From an optimization exercise on the open Yosys and OpenROAD flow, aimed at small area; shortcuts taken in it are not production practice.
The RTL was checked by simulation tests, not by an equivalence proof against the original design.
Power is estimated from default activity; no workload was simulated.

## flow/flow/run.sh

```bash
#!/bin/bash
# Layout flow: the standard ORFS flow (standard.sh) with these changes.
#  1. Synthesis is the standard flow's synthesis script unchanged except that ABC maps the combinational
#     logic with flow/abc_area.script (area-oriented mapping). Registers are mapped by the
#     standard steps before ABC runs, so they are the same as in the standard synthesis.
#  2. Port buffers use the smallest buffer cell (sky130_fd_sc_hd__buf_1).
#  3. Clock-tree synthesis clusters more sinks per buffer (clkbuf_16 only) and inserts no dummy
#     loads.
#  4. Buffers from synthesis are removed at floorplan (the ABC script inserts none anyway).
# Each tool's full output goes to the ORFS logs under orfs/logs and to flow_make.log here.
set -euo pipefail
W=$PWD
mkdir -p mysynth
sed 's#^\( *\)log_cmd abc {\*}\$abc_args#\1log_cmd abc {*}[lreplace $abc_args 1 1 '"$W"'/flow/abc_area.script]#' \
  "$FLOW_HOME/scripts/synth.tcl" > mysynth/synth.tcl
grep -q 'flow/abc_area.script' mysynth/synth.tcl
sed "s#\$::env(SCRIPTS_DIR)/synth.tcl#$W/mysynth/synth.tcl#" synth_recipe.tcl > mysynth/synth_recipe.tcl
grep -q 'mysynth/synth.tcl' mysynth/synth_recipe.tcl
sed "s#SYNTH_SCRIPT=[^ ]*#SYNTH_SCRIPT=$W/mysynth/synth_recipe.tcl#" standard.sh > mysynth/standard.sh
grep -q 'mysynth/synth_recipe.tcl' mysynth/standard.sh
export BUFFER_PORTS_ARGS="-buffer_cell sky130_fd_sc_hd__buf_1"
export CTS_ARGS="-sink_clustering_enable -repair_clock_nets -dont_use_dummy_load -sink_clustering_size 24 -sink_clustering_max_diameter 80 -buf_list {sky130_fd_sc_hd__clkbuf_16}"
export REMOVE_ABC_BUFFERS=1
bash mysynth/standard.sh > flow_make.log 2>&1
```

## flow/flow/abc_area.script

```
&get -n
&st
&dch -f
&nf -p -a -F 8 -A 4
&put
```

## flow/standard.sh

```bash
#!/bin/bash
# synth_recipe.tcl (not shown) runs the flow's synth.tcl, then flattens the netlist and writes it again
# the make line also repeats each setting of config.mk as NAME=value (left out here)
make -C /OpenROAD-flow-scripts/flow DESIGN_CONFIG=/design/flow/config.mk WORK_HOME=/design/flow/orfs CLKGATE_MAP_FILE= SYNTH_SCRIPT=/design/flow/synth_recipe.tcl "${@:-finish}"
```

## flow/config.mk

```make
export PLATFORM = sky130hd
export DESIGN_NAME = clint_top
export DESIGN_NICKNAME = clint_top
export VERILOG_FILES = /design/flow/design.v
export SDC_FILE = /design/flow/constraint.sdc
export NUM_CORES = 4
export LEC_CHECK = 0
export CAP_MARGIN = 20
export CORE_MARGIN = 2
export CORE_UTILIZATION = 45
export GPL_TIMING_DRIVEN = 0
export SLEW_MARGIN = 20
```

## flow/constraint.sdc

```tcl
create_clock -name core_clock -period 5.0 [get_ports {clk}]
set_input_delay 1.0000 -clock core_clock [delete_from_list [all_inputs] [get_ports {clk}]]
set_output_delay 1.0000 -clock core_clock [all_outputs]
set_load 0.01 [all_outputs]
```

## flow/design.v

```verilog
module clint_top (
  input  logic        clk,
  input  logic        rst_n,
  input  logic [31:0] AXI_AWADDR,
  input  logic        AXI_AWVALID,
  output logic        AXI_AWREADY,
  input  logic [31:0] AXI_WDATA,
  input  logic [3:0]  AXI_WSTRB,
  input  logic        AXI_WVALID,
  output logic        AXI_WREADY,
  output logic [1:0]  AXI_BRESP,
  output logic        AXI_BVALID,
  input  logic        AXI_BREADY,
  input  logic [31:0] AXI_ARADDR,
  input  logic        AXI_ARVALID,
  output logic        AXI_ARREADY,
  output logic [31:0] AXI_RDATA,
  output logic [1:0]  AXI_RRESP,
  output logic        AXI_RVALID,
  input  logic        AXI_RREADY,
  output logic [7:0]  hart_swi,
  output logic [7:0]  hart_timeri
);
  armleocpu_clint_timebase #(
    .HART_COUNT(8),
    .HART_COUNT_WIDTH(3),
    .TIMEBASE_DIV(4)
  ) u_clint (
    .clk(clk), .rst_n(rst_n),
    .AXI_AWADDR(AXI_AWADDR), .AXI_AWVALID(AXI_AWVALID), .AXI_AWREADY(AXI_AWREADY),
    .AXI_WDATA(AXI_WDATA), .AXI_WSTRB(AXI_WSTRB), .AXI_WVALID(AXI_WVALID), .AXI_WREADY(AXI_WREADY),
    .AXI_BRESP(AXI_BRESP), .AXI_BVALID(AXI_BVALID), .AXI_BREADY(AXI_BREADY),
    .AXI_ARADDR(AXI_ARADDR), .AXI_ARVALID(AXI_ARVALID), .AXI_ARREADY(AXI_ARREADY),
    .AXI_RDATA(AXI_RDATA), .AXI_RRESP(AXI_RRESP), .AXI_RVALID(AXI_RVALID), .AXI_RREADY(AXI_RREADY),
    .hart_swi(hart_swi), .hart_timeri(hart_timeri)
  );
endmodule

module armleocpu_clint_timebase #(
  parameter int HART_COUNT       = 8,
  parameter int HART_COUNT_WIDTH = 3,
  parameter int TIMEBASE_DIV     = 1
) (
  input  logic                  clk,
  input  logic                  rst_n,
  input  logic [31:0]           AXI_AWADDR,
  input  logic                  AXI_AWVALID,
  output logic                  AXI_AWREADY,
  input  logic [31:0]           AXI_WDATA,
  input  logic [3:0]            AXI_WSTRB,
  input  logic                  AXI_WVALID,
  output logic                  AXI_WREADY,
  output logic [1:0]            AXI_BRESP,
  output logic                  AXI_BVALID,
  input  logic                  AXI_BREADY,
  input  logic [31:0]           AXI_ARADDR,
  input  logic                  AXI_ARVALID,
  output logic                  AXI_ARREADY,
  output logic [31:0]           AXI_RDATA,
  output logic [1:0]            AXI_RRESP,
  output logic                  AXI_RVALID,
  input  logic                  AXI_RREADY,
  output logic [HART_COUNT-1:0] hart_swi,
  output logic [HART_COUNT-1:0] hart_timeri
);
  localparam int PW = (TIMEBASE_DIV <= 2)    ? 1  : (TIMEBASE_DIV <= 4)    ? 2  :
                      (TIMEBASE_DIV <= 8)    ? 3  : (TIMEBASE_DIV <= 16)   ? 4  :
                      (TIMEBASE_DIV <= 32)   ? 5  : (TIMEBASE_DIV <= 64)   ? 6  :
                      (TIMEBASE_DIV <= 128)  ? 7  : (TIMEBASE_DIV <= 256)  ? 8  :
                      (TIMEBASE_DIV <= 512)  ? 9  : (TIMEBASE_DIV <= 1024) ? 10 :
                      (TIMEBASE_DIV <= 2048) ? 11 : (TIMEBASE_DIV <= 4096) ? 12 :
                      (TIMEBASE_DIV <= 8192) ? 13 : (TIMEBASE_DIV <= 16384) ? 14 :
                      (TIMEBASE_DIV <= 32768) ? 15 : 16;
  logic                  rst;
  logic                  bvalid_q, rvalid_q, err_q;
  logic [31:0]           rdata_q;
  logic [HART_COUNT-1:0] msip_q;
  logic [HART_COUNT-1:0] timeri_q;
  logic [63:0]           ncmp_q [HART_COUNT];
  logic [63:0]           mtime_q;
  logic                  tick;
  logic                  idle, wr_fire, rd_fire;
  assign rst     = ~rst_n;
  assign idle    = ~(bvalid_q | rvalid_q);
  assign wr_fire = idle & AXI_AWVALID & AXI_WVALID;
  assign rd_fire = idle & ~(AXI_AWVALID & AXI_WVALID) & AXI_ARVALID;
  assign AXI_AWREADY = wr_fire;
  assign AXI_WREADY  = wr_fire;
  assign AXI_ARREADY = rd_fire;
  assign AXI_BVALID  = bvalid_q;
  assign AXI_BRESP   = {err_q, 1'b0};
  assign AXI_RVALID  = rvalid_q;
  assign AXI_RRESP   = {err_q, 1'b0};
  assign AXI_RDATA   = rdata_q;
  assign hart_swi    = msip_q;
  assign hart_timeri = timeri_q;
  logic w_ok, w_msip, w_cmp, w_mt, w_none;
  logic r_ok, r_msip, r_cmp, r_mt, r_none;
  assign w_ok   = (AXI_AWADDR[31:16] == 16'h0) && (AXI_AWADDR[1:0] == 2'b00);
  assign w_msip = w_ok && (AXI_AWADDR[15:14] == 2'b00) && ({20'h0, AXI_AWADDR[13:2]} < HART_COUNT);
  assign w_cmp  = w_ok && (AXI_AWADDR[15:14] == 2'b01) && ({21'h0, AXI_AWADDR[13:3]} < HART_COUNT);
  assign w_mt   = w_ok && (AXI_AWADDR[15:3] == 13'h17FF);
  assign w_none = ~(w_msip | w_cmp | w_mt);
  assign r_ok   = (AXI_ARADDR[31:16] == 16'h0) && (AXI_ARADDR[1:0] == 2'b00);
  assign r_msip = r_ok && (AXI_ARADDR[15:14] == 2'b00) && ({20'h0, AXI_ARADDR[13:2]} < HART_COUNT);
  assign r_cmp  = r_ok && (AXI_ARADDR[15:14] == 2'b01) && ({21'h0, AXI_ARADDR[13:3]} < HART_COUNT);
  assign r_mt   = r_ok && (AXI_ARADDR[15:3] == 13'h17FF);
  assign r_none = ~(r_msip | r_cmp | r_mt);
  always_ff @(posedge clk) begin
    if (rst) begin
      bvalid_q <= 1'b0;
      rvalid_q <= 1'b0;
    end else begin
      if (wr_fire)         bvalid_q <= 1'b1;
      else if (AXI_BREADY) bvalid_q <= 1'b0;
      if (rd_fire)         rvalid_q <= 1'b1;
      else if (AXI_RREADY) rvalid_q <= 1'b0;
    end
  end
  logic [31:0] rdata_d;
  logic [HART_COUNT_WIDTH-1:0] ridx;
  assign ridx = AXI_ARADDR[3 +: HART_COUNT_WIDTH];
  logic [2*HART_COUNT-1:0] rsel_cmp;
  logic [1:0]              rsel_mt;
  always_comb begin
    for (int k = 0; k < 2 * HART_COUNT; k++)
      rsel_cmp[k] = r_cmp && (AXI_ARADDR[2 +: HART_COUNT_WIDTH + 1] == k);
    rsel_mt[0] = r_mt & ~AXI_ARADDR[2];
    rsel_mt[1] = r_mt &  AXI_ARADDR[2];
    rdata_d = 32'h0;
    for (int k = 0; k < 2 * HART_COUNT; k++)
      rdata_d = rdata_d | ({32{rsel_cmp[k]}} & ~ncmp_q[k / 2][32 * (k % 2) +: 32]);
    rdata_d = rdata_d | ({32{rsel_mt[0]}} & mtime_q[31:0]) | ({32{rsel_mt[1]}} & mtime_q[63:32]);
    rdata_d[0] = rdata_d[0] | (r_msip & msip_q[AXI_ARADDR[2 +: HART_COUNT_WIDTH]]);
  end
  always_ff @(posedge clk) begin
    if (idle) begin
      err_q   <= (AXI_AWVALID & AXI_WVALID) ? w_none : r_none;
      rdata_q <= rdata_d;
    end
  end
  logic [PW-1:0] presc_q;
  assign tick = (presc_q == PW'(TIMEBASE_DIV - 1));
  always_ff @(posedge clk) begin
    if (rst || tick) presc_q <= '0;
    else             presc_q <= presc_q + PW'(1);
  end
  logic        mt_wr;
  logic [7:0]  mt_ld;         
  logic [31:0] mt_wd;         
  logic [7:0]  mt_blk_ones, mt_blk_cin;
  logic [63:0] mt_carry;
  assign mt_wr = wr_fire & w_mt;
  assign mt_wd = AXI_WDATA & ~{32{rst}};
  always_comb begin
    for (int k = 0; k < 8; k++) mt_ld[k] = rst | (mt_wr & (AXI_AWADDR[2] == k[2]) & AXI_WSTRB[k % 4]);
    for (int k = 0; k < 8; k++) mt_blk_ones[k] = &mtime_q[8*k +: 8];
    mt_blk_cin[0] = tick;
    for (int k = 1; k < 8; k++) mt_blk_cin[k] = mt_blk_cin[k-1] & mt_blk_ones[k-1];
    for (int k = 0; k < 8; k++) begin
      mt_carry[8*k] = mt_blk_cin[k];
      for (int j = 1; j < 8; j++) mt_carry[8*k+j] = mt_carry[8*k+j-1] & mtime_q[8*k+j-1];
    end
  end
  always_ff @(posedge clk) begin
    for (int i = 0; i < 64; i++)
      mtime_q[i] <= mt_ld[i / 8] ? mt_wd[i % 32] : (mtime_q[i] ^ (mt_carry[i] & ~mt_wr));
  end
  logic [HART_COUNT_WIDTH-1:0] widx;
  assign widx = AXI_AWADDR[3 +: HART_COUNT_WIDTH];
  always_ff @(posedge clk) begin
    for (int h = 0; h < HART_COUNT; h++) begin
      if (rst)
        msip_q[h] <= 1'b0;
      else if (wr_fire && w_msip && AXI_WSTRB[0] && AXI_AWADDR[2 +: HART_COUNT_WIDTH] == h)
        msip_q[h] <= AXI_WDATA[0];
    end
  end
  logic [31:0] ncmp_wd;
  assign ncmp_wd = ~(AXI_WDATA | {32{rst}});
  always_ff @(posedge clk) begin
    for (int h = 0; h < HART_COUNT; h++) begin
      for (int i = 0; i < 64; i++) begin
        if (rst || (wr_fire && w_cmp && widx == h && AXI_AWADDR[2] == i[5] && AXI_WSTRB[(i / 8) % 4]))
          ncmp_q[h][i] <= ncmp_wd[i % 32];
      end
    end
  end
  logic [HART_COUNT-1:0] ge;
  always_comb begin
    for (int h = 0; h < HART_COUNT; h++) begin
      logic c0, c1, c2, t1, t2;
      c0 = 1'b1;
      for (int i = 0; i < 22; i++)
        c0 = (mtime_q[i] & ncmp_q[h][i]) | (mtime_q[i] & c0) | (ncmp_q[h][i] & c0);
      c1 = 1'b0;
      t1 = 1'b1;
      for (int i = 22; i < 43; i++) begin
        c1 = (mtime_q[i] & ncmp_q[h][i]) | (mtime_q[i] & c1) | (ncmp_q[h][i] & c1);
        t1 = t1 & (mtime_q[i] | ncmp_q[h][i]);
      end
      c2 = 1'b0;
      t2 = 1'b1;
      for (int i = 43; i < 64; i++) begin
        c2 = (mtime_q[i] & ncmp_q[h][i]) | (mtime_q[i] & c2) | (ncmp_q[h][i] & c2);
        t2 = t2 & (mtime_q[i] | ncmp_q[h][i]);
      end
      ge[h] = c2 | (t2 & (c1 | (t1 & c0)));
    end
  end
  always_ff @(posedge clk) begin
    if (rst) timeri_q <= '0;
    else     timeri_q <= ge;
  end
endmodule
```

==> results of run 1 <==
cell usage in the layout, fill, tap and decap left out, types with 12 or more instances in the layout:
master and instances:
edfxtp_1 545, o22ai_1 321, o21ai_0 225, a22oi_1 169, buf_1 159, nand2_1 143
o22a_1 130, a21oi_1 102, nor3_1 86, nor2_1 79, dfxtp_1 74, nand3_1 43
o21ai_1 40, o21a_1 38, a22o_1 38, o2111ai_1 37, a221oi_1 36, clkbuf_16 35
a222oi_1 29, nor4_1 26, nand2b_1 26, nor2_2 23, nand4_1 22, or3_1 17
o221ai_1 16, and3_1 16, clkinv_1 12, a21o_1 12
registers in the layout (all words and copies together) (netlist names):
signal,count
u_clint.timeri_q,8
u_clint.msip_q,8
u_clint.bvalid_q,1
u_clint.err_q,1
u_clint.mtime_q,64
u_clint.presc_q,2
u_clint.rvalid_q,1
u_clint.rdata_q,32
u_clint.ncmp_q,512
power by group:
group	switching [W]	internal, W
logic	0.000727	0.000411
registers	0.000602	0.00617
clock network	0.00169	0.00126
total	0.00302	0.00783
metrics by stage:
step	instances	area, um^2	hold WS, ns	TNS, ns	worst slack [ns]
after detailed placement	3484	31600	0.427	-9.02	-1.07
after global routing	3525	32700	0.452	0	0.00946
after floorplan	2440	29300	0.408	0	0.993
final	3525	32700	0.431	0	0.221
after CTS	3521	32600	0.434	0	0.0906
after global placement	3456	31000	0.415	-3965.61	-5.31
per-layer routing:
metal | GRT usage | share of wire | vias up
met5 | 0.00285 | 0.000099 | -
met4 | 0.152 | 0.050 | 2
met3 | 0.0930 | 0.13 | 296
met2 | 0.560 | 0.45 | 2073
met1 | 0.460 | 0.36 | 13000
li1 | - | - | 10900
critical path, stage by stage (launching register included):
cell      delay (ns)
dfxtp_1         1.05
nand3_1         0.21
or3_1           0.64
or3_1           0.52
nor4b_2         0.47
nor4bb_4        0.33
buf_12          0.17
nand3_1         0.24
nor3_4          0.50
and3_1          0.26
o21ai_0         0.09
a21o_1          0.19
o21ai_0         0.06
area by class of cell:
cell class | count | share of cell area
well taps | 855 | 0.0328
diodes | 1 | 0.0000766
flip-flops and latches | 629 | 0.553
multi-input cells | 1798 | 0.349
clock buffers | 35 | 0.0268
repair buffers | 194 | 0.0364
inverters | 13 | 0.00153
kinds of logic (layout without fill, tap and decap cells):
kind of cell | after synthesis | after routing
buffers and inverters | 18 | 242
other | 1 | 3
adder cells (fa/ha/maj) | 1 | 1
XOR/XNOR | 14 | 14
AND/OR/NAND/NOR | 562 | 562
multiplexers | 4 | 4
AO/OA/AOI/OAI | 1215 | 1215
flip-flops | 629 | 629
path summary, 6_finish.rpt:
kind                            depth (start not counted)           startpoint             endpoint  slack, ns
worst max-delay path                                   12  u_clint.mtime_q[19]  u_clint.mtime_q[61]       0.22
worst min-delay path                                    1   u_clint.presc_q[0]   u_clint.presc_q[0]       0.43
worst max register to register                         12  u_clint.mtime_q[19]  u_clint.mtime_q[61]       0.22
worst min register to register                          1   u_clint.presc_q[0]   u_clint.presc_q[0]       0.43
what timing repair did:
action,in CTS,in global routing
setup endpoints to repair,13,9
buffers inserted,2,0
pin swaps,0,0
gates resized for setup,7,9
==> results.json, run 1 <==
{
  "fin_util": 0.507,
  "synth-xor-area-share": 0.00418,
  "synthAdderAreaFrac": 0.000427,
  "synthMuxAreaShare": 0.00222,
  "grt_usage": 0.354,
  "slew_headroom": 0.185,
  "worstPathMaxFanout": 23,
  "cts_buffers": 35,
  "yosysUniqueCellTypes": 51,
  "syn_to_final_growth_pct": 11.4,
  "hold_viol": 0,
  "pin_count": 164,
  "skew_ns": 0.0558,
  "synth_edf_count": 545,
  "initial_utilization": 0.455,
  "cellPowerDensity_nw_per_um2": 332,
  "dieArea_um2": 67200,
  "grt_pass1_vias": 24600,
  "firstDrtPassIters": 8,
  "syn_inst": 2444,
  "regArea_um2": 18100,
  "die_h_um": 259,
  "core_area_um2": 64500,
  "cts_max_level": 2,
  "arrival_ns": 5.31,
  "cts_hold_buf": 0,
  "synth-compound-area-share": 0.279,
  "period_needed_ns": 4.78,
  "grt_pass1_wl_um": 172000,
  "synth_top_family_by_area": "compound AO/OA/AOI/OAI gates",
  "cp-end-kind": "flop",
  "min_period_over_period": 0.956,
  "synthFlopType": "edfxtp_1",
  "yosysSeqAreaShare": 0.615,
  "tritoncts": "built",
  "final_nets": 2779,
  "viasPerCell": 7.45,
  "fillers": 5794,
  "hpwl_um": 89600,
  "die_x_um": 259,
  "start_kind": "flop",
  "antenna_found_initial": 3,
  "ys_warn_count": 2,
  "cap_violations": 0,
  "finalWirelength_um": 122000,
  "total_power_w": 0.0109,
  "rows": 93,
  "status": "complete, no violations",
  "setup_viol": 0,
  "vias": 26300,
  "synth-async-reset-ratio": 0,
  "synth_most_common_cell": "edfxtp_1",
  "grt_overflow": 0,
  "fmax_ghz": 0.209,
  "worst_pin_slew_ns": 1.22,
  "ys_ff_latch": 629,
  "port_buffers": 161,
  "cts.sinks": 629,
  "syn-cell-area_um2": 29300,
  "cts_buffer_depth": 3,
  "place_congestion": 0.977,
  "drt_iter0_drc": 4410,
  "syn_avg_cell_area_um2": 12.0,
  "hp-class": "reg -> reg",
  "ant_nets": 0,
  "rsz0062_at_grt": "false",
  "clk_pin_slew_ns": 0.09,
  "grt_max_degree": 47,
  "slew_violations": 0,
  "path_class": "reg -> reg",
  "drive_gt1_frac": 0.0510,
  "yosys.area.top_type_share": 0.558,
  "multi_input_area_um2": 11400,
  "leakagePower_nw": 9.98,
  "yosys.area.top_type": "edfxtp_1",
  "wl_per_cell_um": 34.5,
  "cp.required_ns": 5.54,
  "peakVddDrop_uv": 204,
  "synth-simple-area-share": 0.0952,
  "synthTopCellsByArea": "edfxtp_1, o22ai_1, dfxtp_1",
  "root_buffer": "clkbuf_16",
  "drc": 0,
  "clk-insertion-delay-late_ns": 0.61,
  "synth_common_cells": "edfxtp_1, o22ai_1, o21ai_0"
}
==> run 2, diff against run 1 <==
--- a/flow/design.v
+++ b/flow/design.v
@@ -189,23 +189,30 @@
   logic [HART_COUNT-1:0] ge;
   always_comb begin
     for (int h = 0; h < HART_COUNT; h++) begin
-      logic c0, c1, c2, t1, t2;
+      logic c0, c1, c2, c3, t1, t2, t3;
       c0 = 1'b1;
-      for (int i = 0; i < 22; i++)
+      for (int i = 0; i < 16; i++) begin
         c0 = (mtime_q[i] & ncmp_q[h][i]) | (mtime_q[i] & c0) | (ncmp_q[h][i] & c0);
+      end
       c1 = 1'b0;
       t1 = 1'b1;
-      for (int i = 22; i < 43; i++) begin
+      for (int i = 16; i < 32; i++) begin
         c1 = (mtime_q[i] & ncmp_q[h][i]) | (mtime_q[i] & c1) | (ncmp_q[h][i] & c1);
         t1 = t1 & (mtime_q[i] | ncmp_q[h][i]);
       end
       c2 = 1'b0;
       t2 = 1'b1;
-      for (int i = 43; i < 64; i++) begin
+      for (int i = 32; i < 48; i++) begin
         c2 = (mtime_q[i] & ncmp_q[h][i]) | (mtime_q[i] & c2) | (ncmp_q[h][i] & c2);
         t2 = t2 & (mtime_q[i] | ncmp_q[h][i]);
       end
-      ge[h] = c2 | (t2 & (c1 | (t1 & c0)));
+      c3 = 1'b0;
+      t3 = 1'b1;
+      for (int i = 48; i < 64; i++) begin
+        c3 = (mtime_q[i] & ncmp_q[h][i]) | (mtime_q[i] & c3) | (ncmp_q[h][i] & c3);
+        t3 = t3 & (mtime_q[i] | ncmp_q[h][i]);
+      end
+      ge[h] = c3 | (t3 & (c2 | (t2 & (c1 | (t1 & c0)))));
     end
   end
   always_ff @(posedge clk) begin
==> flow/flow/abc_area.script (replaced) <==
&get -n
&st
&dch -f
&nf -p -a -F 8 -A 4
&put
topo
stime -c
upsize -c
dnsize -c
==> run 2 against run 1 <==
Net effect:
- core utilization increased by 0.25 points
- via count increased by 0.30%
- maximum frequency decreased by 4.7%
- largest cell class unchanged
- area after synthesis about the same
- clock skew increased by 0.0037 ns
- now fails the layout checks on negative setup slack
- non-clock buffer count increased by 2
==> results.json, run 2 <==
{
  "rsz0062_at_grt": "false",
  "grt_pass1_vias": 25100,
  "place_area_um2": 31800,
  "dp_cells": 3472,
  "synth_most_common_cell": "edfxtp_1",
  "grt_pass1_wl_um": 177000,
  "holdWs_ns": 0.439,
  "synth-async-reset-ratio": 0,
  "cts.sinks": 629,
  "pin_count": 164,
  "rows": 93,
  "tns_ns": -0.0134,
  "largest-register": "u_clint.ncmp_q",
  "drive_gt1_frac": 0.0553,
  "grt_max_degree": 47,
  "fmax_ghz": 0.199,
  "syn_to_final_growth_pct": 11.8,
  "syn_avg_cell_area_um2": 12.1,
  "final_common_cell": "edfxtp_1",
  "yosys.area.top_type_share": 0.558,
  "min_period_over_period": 1.00,
  "min_from": "u_clint.presc_q[0]",
  "hpwl_um": 91700,
  "skew_ns": 0.0596,
  "synth_edf_count": 545,
  "cp.required_ns": 5.44,
  "port_buffers": 161,
  "multi_input_area_um2": 11400,
  "cp-end-kind": "flop",
  "leakagePower_nw": 9.94,
  "synth_common_cells": "edfxtp_1, o22ai_1, o21ai_0",
  "syn_inst": 2428,
  "cellPowerDensity_nw_per_um2": 336,
  "start_kind": "flop",
  "ys_warn_count": 2,
  "final_nets": 2768,
  "holdPathEnd": "u_clint.presc_q[0]",
  "die_x_um": 259,
  "setup_viol": 1,
  "vias": 26300,
  "grt_usage": 0.365,
  "fin_util": 0.509,
  "r2r_end": "u_clint.timeri_q[7]",
  "syn-cell-area_um2": 29400,
  "die_h_um": 259,
  "layout_common_cells": "edfxtp_1, o22ai_1, o21ai_0",
  "top_regs": "u_clint.ncmp_q: 512 flops, u_clint.mtime_q: 64 flops, u_clint.rdata_q: 32 flops",
  "antenna_found_initial": 4,
  "drc": 0,
  "drt_iter0_drc": 4481,
  "worst_r2r_path_depth": 13,
  "yosysSeqAreaShare": 0.615,
  "initial_utilization": 0.455,
  "worstPathMaxFanout": 21,
  "clk_pin_slew_ns": 0.09,
  "status": "failed layout checks",
  "hp-class": "reg -> reg",
  "hold_depth": 1,
  "firstDrtPassIters": 7,
  "synthTopCellsByArea": "edfxtp_1, o22ai_1, dfxtp_1",
  "grt_overflow": 0,
  "finalWirelength_um": 126000,
  "root_buffer": "clkbuf_16",
  "final_cells": 3515,
  "clk-insertion-delay-late_ns": 0.62,
  "arrival_ns": 5.46,
  "check.faults": "negative setup slack",
  "yosysUniqueCellTypes": 58,
  "hold_viol": 0,
  "cts_buffers": 38,
  "place_congestion": 1.04,
  "crit-reg2reg-launch": "u_clint.mtime_q[2]",
  "synthFlopType": "edfxtp_1",
  "cts_max_level": 2,
  "period_needed_ns": 5.01,
  "ant_nets": 0,
  "yosys.area.top_type": "edfxtp_1",
  "core_area_um2": 64500,
  "setup_slack_ns": -0.0134,
  "cap_violations": 0,
  "path_class": "reg -> reg",
  "largest_reg_flops": 512,
  "ys_ff_latch": 629,
  "dieArea_um2": 67300,
  "slew_headroom": 0.189,
  "tritoncts": "built",
  "fillers": 5721,
  "slew_violations": 0,
  "r2r_slack_ns": -0.01,
  "worst_pin_slew_ns": 1.21,
  "wl_per_cell_um": 35.8,
  "peakVddDrop_uv": 353,
  "regArea_um2": 18100,
  "cts_buffer_depth": 3,
  "fin_area_um2": 32800,
  "viasPerCell": 7.49,
  "cts_setup_buffers": 0
}
-- run 2: cell types whose count changed in the layout (fill, tap and decap cells not counted), sizes merged, moves of 7 or more --
cell | previous run | this run
o21ai | 265 | 278
a222oi | 29 | 48
a22o | 38 | 0
o22a | 130 | 123
o21a | 38 | 6
nor4 | 27 | 34
nand3 | 46 | 55
nand2b | 26 | 34
a221oi | 36 | 60
o22ai | 321 | 337
a21oi | 102 | 71
-- run 2: worst max-delay path: stages, from the launching register on --
cell	delay (ns)
dfxtp_2	0.48
a22oi_1	0.23
a21oi_1	0.13
a221oi_1	0.42
o21ai_0	0.23
a222oi_1	0.60
o21ai_0	0.23
a222oi_1	0.39
o21ai_0	0.20
a22oi_1	0.80
o31a_1	0.40
o21ai_0	0.39
nand3_1	0.24
a21oi_1	0.10
-- run 2: report_power, final --
part	switching (W)	internal [W]	leakage, nW
clock	0.00172	0.00136	0.468
sequential	0.000645	0.00617	5.99
combinational	0.000707	0.000421	3.48
total	0.00307	0.00794	9.94
-- run 2: how the worst max path moves through the flow --
stage	startpoint	endpoint	slack [ns]	cells past startpoint
finish	u_clint.mtime_q[2]	u_clint.timeri_q[7]	-0.01	13
global route	u_clint.mtime_q[0]	u_clint.timeri_q[7]	0.05	13
CTS	u_clint.mtime_q[3]	u_clint.mtime_q[61]	0.03	13
detailed placement	u_clint.mtime_q[1]	u_clint.mtime_q[61]	-0.28	13
global placement	rst_n	u_clint.ncmp_q[1][1]	-3.24	2
floorplan	AXI_AWADDR[17]	u_clint.ncmp_q[5][32]	1.21	7
-- run 2: layout make-up --
type	instances	area share
Clock buffer	38	0.0290
Multi-Input combinational cell	1783	0.347
Antenna cell	2	0.000152
Sequential cell	629	0.550
Tap cell	855	0.0326
Timing Repair Buffer	196	0.0393
Inverter	12	0.00217
-- run 2: cells by family after synthesis --
| logic type | synth area share |
|---|---|
| multiplexers | 0.00188 |
| other | 0.000128 |
| adder cells (fa/ha/maj) | 0.000426 |
| AO/OA/AOI/OAI | 0.275 |
| AND/OR/NAND/NOR | 0.0983 |
| buffers and inverters | 0.00371 |
| flip-flops | 0.615 |
| XOR/XNOR | 0.00567 |
-- run 2: metal layers --
metal  wire, um  share of wire  GRT usage  vias up
li1           -              -          -    10900
met3      12800           0.10     0.0646      367
met1      45000           0.36      0.450    13100
met2      60600           0.48      0.610     1974
met5         27        0.00021          0        -
met4       7590          0.060      0.195        6
-- run 2: timing repair --
item / CTS / global route
hold buffers: 0 / 0
resized for setup: 4 / 6
endpoints found under the setup margin: 11 / 13
-- run 2: per-stage QoR --
step	total power, W	setup slack [ns]
3_3_place_gp	0.00794	-3.24
3_5_place_dp	0.00798	-0.282
2_1_floorplan	0.00726	1.21
4_1_cts	0.0110	0.0305
5_1_grt	0.0113	0.0452
6_report	0.0110	-0.0134
==> run 3, diff against run 2 <==
--- a/flow/flow/run.sh
+++ b/flow/flow/run.sh
@@ -19,6 +19,6 @@
 sed "s#SYNTH_SCRIPT=[^ ]*#SYNTH_SCRIPT=$W/mysynth/synth_recipe.tcl#" standard.sh > mysynth/standard.sh
 grep -q 'mysynth/synth_recipe.tcl' mysynth/standard.sh
 export BUFFER_PORTS_ARGS="-buffer_cell sky130_fd_sc_hd__buf_1"
-export CTS_ARGS="-sink_clustering_enable -repair_clock_nets -dont_use_dummy_load -sink_clustering_size 24 -sink_clustering_max_diameter 80 -buf_list {sky130_fd_sc_hd__clkbuf_16}"
+export CTS_ARGS="-sink_clustering_enable -repair_clock_nets -dont_use_dummy_load -sink_clustering_size 20 -sink_clustering_max_diameter 80 -buf_list {sky130_fd_sc_hd__clkbuf_16}"
 export REMOVE_ABC_BUFFERS=1
 bash mysynth/standard.sh > flow_make.log 2>&1
==> run 3 against run 2 <==
Net effect:
- the run now finishes clean
- sequential share of layout area is essentially flat
- sequential power is essentially flat
- final area is essentially flat
- worst setup slack gained 0.094 ns
- maximum frequency grew 1.9%
- non-clock buffer count is the same
- count of clock-buffer cells in the layout grew 1
- first-iteration DRC count shrank 3.7%
- power grew 0.45%
- largest power group unchanged
==> results.json, run 3 <==
{
  "status": "complete, no violations",
  "final_common_cell": "edfxtp_1",
  "setup_viol": 0,
  "dp_cells": 3472,
  "p_clk_frac": 0.283,
  "skew_ns": 0.0346,
  "layout_common_cells": "edfxtp_1, o22ai_1, o21ai_0",
  "cts_max_level": 2,
  "largest-register": "u_clint.ncmp_q",
  "grt_overflow": 0,
  "drt_iter0_drc": 4315,
  "synth_edf_count": 545,
  "holdWs_ns": 0.438,
  "place_area_um2": 31800,
  "ys_ff_latch": 629,
  "wl_per_cell_um": 35.8,
  "syn_to_final_growth_pct": 11.9,
  "port_buffers": 161,
  "synthTopCellsByArea": "edfxtp_1, o22ai_1, dfxtp_1",
  "syn-cell-area_um2": 29400,
  "swShare": 0.279,
  "synth_common_cells": "edfxtp_1, o22ai_1, o21ai_0",
  "viasPerCell": 7.54,
  "start_kind": "flop",
  "syn_avg_cell_area_um2": 12.1,
  "ys_warn_count": 2,
  "fin_area_um2": 32800,
  "hpwl_um": 91700,
  "finalWirelength_um": 126000,
  "tritoncts": "built",
  "setup.worst_path.start": "u_clint.mtime_q[2]",
  "yosysUniqueCellTypes": 58,
  "die_x_um": 259,
  "tns_ns": 0,
  "cap_violations": 0,
  "place_congestion": 1.04,
  "die_h_um": 259,
  "hold_viol": 0,
  "cp-end-kind": "flop",
  "clk-insertion-delay-late_ns": 0.60,
  "core_area_um2": 64500,
  "period_needed_ns": 4.92,
  "crit-reg2reg-launch": "u_clint.mtime_q[2]",
  "seqPwrFrac": 0.616,
  "yosys.area.top_type_share": 0.558,
  "slew_headroom": 0.174,
  "final_nets": 2769,
  "largest_reg_flops": 512,
  "p_int_w": 0.00798,
  "cts.sinks": 629,
  "min_from": "u_clint.presc_q[0]",
  "cts_setup_buffers": 0,
  "grt_pass1_vias": 25100,
  "grt_pass1_wl_um": 177000,
  "fin_util": 0.510,
  "cp.required_ns": 5.46,
  "vias": 26500,
  "synth-async-reset-ratio": 0,
  "fmax_ghz": 0.203,
  "yosys.area.top_type": "edfxtp_1",
  "clk_pin_slew_ns": 0.08,
  "root_buffer": "clkbuf_16",
  "p_sw_w": 0.00309,
  "firstDrtPassIters": 8,
  "synthFlopType": "edfxtp_1",
  "slowest_stage": "a22oi_1",
  "initial_utilization": 0.455,
  "arrival_ns": 5.38,
  "yosysSeqAreaShare": 0.615,
  "cts_buffers": 39,
  "top_regs": "u_clint.ncmp_q: 512 flops, u_clint.mtime_q: 64 flops, u_clint.rdata_q: 32 flops",
  "path_class": "reg -> reg",
  "drc": 0,
  "grt_max_degree": 47,
  "grt_usage": 0.365,
  "rows": 93,
  "critPathMaxStageDelay_ns": 0.84,
  "final_cells": 3516,
  "min_period_over_period": 0.984,
  "leakagePower_nw": 9.95,
  "synth_most_common_cell": "edfxtp_1",
  "dieArea_um2": 67300,
  "p_comb_frac": 0.102,
  "syn_inst": 2428,
  "peakVddDrop_uv": 324,
  "ant_nets": 0,
  "hp-class": "reg -> reg",
  "worst_pin_slew_ns": 1.23,
  "path_cells": "a22oi_1 > a21oi_1 > a221oi_1 > o21ai_0 > a222oi_1 > o21ai_0 > a222oi_1 > o21ai_0 > a22oi_1 > o31a_1 > o21ai_0 > nand3_1 > a21oi_1",
  "cts_buffer_depth": 3,
  "worstPathMaxFanout": 21,
  "antenna_found_initial": 3,
  "slew_violations": 0,
  "crit_path_frequent_cell": "o21ai_0",
  "rsz0062_at_grt": "false",
  "drive_gt1_frac": 0.0560,
  "cellPowerDensity_nw_per_um2": 337,
  "pin_count": 164
}
==> run 3: cell types whose count changed in the layout (fill, tap and decap cells not counted) <==
| cell | previous run | this run |
|---|---|---|
| dfxtp_1 | 74 | 73 |
| dfxtp_2 | 10 | 11 |
| clkbuf_16 | 38 | 39 |
==> run 3: worst paths after layout <==
check | endpoint | slack [ns] | depth (start not counted)
worst max register to register | u_clint.timeri_q[7] | 0.08 | 13
worst min-delay path | u_clint.presc_q[0] | 0.44 | 1
worst max-delay path | u_clint.timeri_q[7] | 0.08 | 13
worst min register to register | u_clint.presc_q[0] | 0.44 | 1
==> run 3: kinds of logic after synthesis <==
logic type      Yosys count  share of synthesized area
simple gates            575                     0.0983
other cells               1                   0.000128
fa+ha+maj                 1                   0.000426
mux                       3                    0.00188
compound gates         1183                      0.275
buf+inv                  17                    0.00371
flops                   629                      0.615
xor+xnor                 19                    0.00567
==> run 3: timing repair <==
action                     in CTS  in global routing
pin swaps                       0                  0
hold buffers                    0                  0
cloned                          0                  0
gates resized for setup         4                  6
hold endpoints to repair        0                  0
setup endpoints to repair      12                 13
==> run 3: final cells by class <==
type                    count  area (um^2)
inverters                  12         71.3
fillers                  5705        31600
well taps                 855         1070
multi-input cells        1783        11400
flip-flops and latches    629        18100
diodes                      2         5.00
clock buffers              39          976
repair buffers            196         1290
==> run 3: metal layers <==
layer	wire length, um	GRT usage
met1	44700	0.452
met2	60200	0.607
met3	13400	0.0641
met4	7760	0.197
met5	18	0
==> run 3: critical path: cells and delay by family, from the launching register on <==
kind	cells	cell delay, ns
AOI/OAI and AO/OA	12	4.07
DFF	1	0.47
and+or+nand+nor	1	0.22
==> run 3: per-stage QoR <==
stage | setup slack (ns) | total power (W)
6_report | 0.0803 | 0.0111
5_1_grt | 0.0452 | 0.0113
4_1_cts | 0.0275 | 0.0110
2_1_floorplan | 1.21 | 0.00726
3_5_place_dp | -0.282 | 0.00798
3_3_place_gp | -3.24 | 0.00794
==> run 3: power groups by stage <==
| stage | Combinational (W) | Clock (W) | Sequential, W |
|---|---|---|---|
| floorplan | 0.000638 | 0 | 0.00662 |
| global placement | 0.00105 | 0 | 0.00689 |
| detailed placement | 0.00110 | 0 | 0.00689 |
| CTS | 0.00110 | 0.00314 | 0.00677 |
| global route | 0.00120 | 0.00331 | 0.00684 |
| finish | 0.00113 | 0.00313 | 0.00681 |

-- separate check: timing with driven ports --
The results above use ideal ports. As a check the final layouts listed here were re-extracted and re-timed, cells and wires unchanged. Step 1, drivers: a clkbuf_16 drives clk and a buf_2 each remaining input, both assumed. Step 2 moves the port delays by t, midway between the first and last clock arrival at a register: inputs arrive t later, outputs are due t later. That takes back most of the time a late clock gives input paths. Three values: ideal ports, drivers, drivers and shift; two values: the first two.
run	t (ns)	setup WS [ns]	latest minus earliest clock arrival (ns)
run 1	0.649	0.221 / 0.221 / 0.007	0.058 / 0.058
run 2	0.662	-0.013 / -0.013 / -0.202	0.060 / 0.060
run 3	0.655	0.080 / 0.080 / -0.135	0.038 / 0.037
Met with ideal ports but missed after step 2: setup timing in run 3. The setup slack of run 3, which loses most, moves by 0.000 ns with the drivers and by -0.215 ns with both steps.
